From an optimization exercise on the open Yosys and OpenROAD flow, aimed at small area, a short achievable clock period and few clock cycles; shortcuts taken in it are not production practice.
Where RTL was checked, it was by simulation tests only, not by an equivalence proof against the original.
Power and IR drop assume default switching activity.

Setup of oak:
Design alpha_calc_param, start of the top module:
module alpha_calc_param #(
  parameter int DATA_WIDTH   = 16,
  parameter int MAX_SIZE_LOG = 8,
  parameter int ALPHA_WIDTH  = 10,
  parameter int ALPHA_FRAC   = 9
) (
  input  logic                   clk,
  input  logic                   rst,
  input  logic                   x_valid,
  output logic                   x_ready,
  input  logic [DATA_WIDTH-1:0]  x_data,
  input  logic                   xhat_valid,
  output logic                   xhat_ready,
  input  logic [DATA_WIDTH-1:0]  xhat_data,
  input  logic                   xhat_last_s,
  input  logic                   xmean_valid,
  output logic                   xmean_ready,
  input  logic [DATA_WIDTH-1:0]  xmean_data,
  input  logic                   xhatmean_valid,
  output logic                   xhatmean_ready,
  input  logic [DATA_WIDTH-1:0]  xhatmean_data,
  output logic                   alpha_valid,
  input  logic                   alpha_ready,
  output logic [ALPHA_WIDTH-1:0] alpha_data
);
Size: about 3500 cells after synthesis, roughly 390 flip-flops, ~87 I/O pins, about 0.031 mm2 of cells after synthesis.
clock: 12.0 ns
lec_check: 0
cap_margin: 20
core_margin: 2
core_utilization: 40
setup_slack_margin: 5
slew_margin: 20
synth_hierarchical: 1
synth_minimum_keep_size: 0
standard.sh (not shown) runs the stock make flow with config.mk's settings and CLKGATE_MAP_FILE= SYNTH_SCRIPT=/design/flow/synth_recipe.tcl, a recipe that flattens the netlist after the stock synthesis.
==> flow/flow/run.sh <==
#!/bin/bash
set -euo pipefail
bash standard.sh synth > synth.log 2>&1
bash standard.sh SETUP_SLACK_MARGIN=8.2 \
  "BUFFER_PORTS_ARGS=-buffer_cell sky130_fd_sc_hd__buf_2" \
  "CTS_ARGS=-sink_clustering_enable -repair_clock_nets -dont_use_dummy_load" \
  finish > layout.log 2>&1
Testbench counts of oak, summed over its fixed seeds: cycles 24,535.
Changes in pine relative to oak:
diff --git a/flow/design.v b/flow/design.v
--- a/flow/design.v
+++ b/flow/design.v
@@ -37,13 +37,13 @@
   logic                    fin_q;        
   logic                    pend_q;       
   logic                    busy_q;       
   logic                    aval_q;       
   logic [SC_W-1:0]         step_q;
   logic                    sat_q, pos_q, lsb_q;
-  logic [DATA_WIDTH-1:0]   xmean_q, xhatmean_q;
+  logic signed [D_W-1:0]   nxmean_q, nxhatmean_q;   
   logic signed [D_W-1:0]   dx_q, dh_q;
   logic                    last_q;       
   logic                    last1_q;      
   logic                    init_q;       
   logic                    clr;          
   logic signed [ACC_W-1:0] num_q;
@@ -1130,22 +1130,22 @@
   logic [ACC_W:0] sub;
   logic           ge;
   assign sub = {1'b0, r_q} - {2'b0, d_q};
   assign ge  = ~sub[ACC_W];
   always_ff @(posedge clk) begin
     if (mean_hs) begin
-      xmean_q    <= xmean_data;
-      xhatmean_q <= xhatmean_data;
+      nxmean_q    <= -$signed({1'b0, xmean_data});
+      nxhatmean_q <= -$signed({1'b0, xhatmean_data});
     end
     if (mean_hs)
       cnt_q <= '0;
     else if (pair_hs)
       cnt_q <= cnt_q + 1'b1;
-    dx_q <= $signed({1'b0, x_data}) - $signed({1'b0, xmean_q});
+    dx_q <= $signed({1'b0, x_data}) + nxmean_q;
     if (pair_hs)
-      dh_q <= $signed({1'b0, xhat_data}) - $signed({1'b0, xhatmean_q});
+      dh_q <= $signed({1'b0, xhat_data}) + nxhatmean_q;
     else
       dh_q <= '0;
     npa_q  <= np_a[33:0];
     npb_q  <= np_b[33:0];
     nph_q0 <= np_a[34];
     nph_q1 <= np_b[34];
### Flow results
pine finished all stages; the layout is clean. nor2_1 as the leading cell type in the layout, fill and taps excluded was reported by oak, and a21oi_1 by pine. Against oak, pine reports a logic depth of the worst setup path including buffers that is lower. pine: proportion of total power due to net switching is 0.28 points lower than what oak reported. Diff oak -> pine: number of antenna violations at the first check in global routing increased 2; number of sinks driven by the clock tree grew by 2; setup slack went down 0.11 ns. From oak to pine the numbers moved as follows: fmax went down by 2.8%; slew at the pin closest to its max-slew limit has decreased. Changes observed in pine relative to oak: summed area of non-filler cells in the final layout grew by 1.9%, wire length reported by the detailed router grew by 3000 um, tightest slew margin relative to the limit grew by 0.94 points. For part of the total power dissipated in combinational logic, oak and pine come out practically identical. For power share of the clock group, oak and pine come out practically identical.
Only the layout flow was run in pine; the RTL was not checked for function there.

## separate check: timing with driven ports
The flow's constraints put no driver on any port. The routed layouts listed below were extracted and timed again, unchanged, in two steps. Step 1 sets driving cells, clkbuf_16 on the clock port and buf_2 on the other inputs (assumed; they add their load-dependent delay and slew). Step 2 moves the port delays by t, midway between the first and last clock arrival at a register: inputs arrive t later, outputs are due t later. That takes back most of the time a late clock gives input paths. Slacks: ideal / step 1 / step 2; pairs: ideal / step 1.
| run | t, ns | slack for setup (ns) | hold WS [ns] | worst setup path after step 2 | clock arrival spread, ns |
|---|---|---|---|---|---|
| oak | 0.632 | 8.155 / 8.168 / 7.536 | 0.353 / 0.353 / 0.353 | input to register | 0.063 / 0.064 |
| pine | 0.625 | 8.044 / 8.069 / 7.443 | 0.346 / 0.346 / 0.346 | input to register | 0.053 / 0.053 |
After both steps every run listed still meets setup and hold. For oak, which loses most, drivers alone change the setup slack by +0.013 ns; drivers and shift together by -0.619 ns.
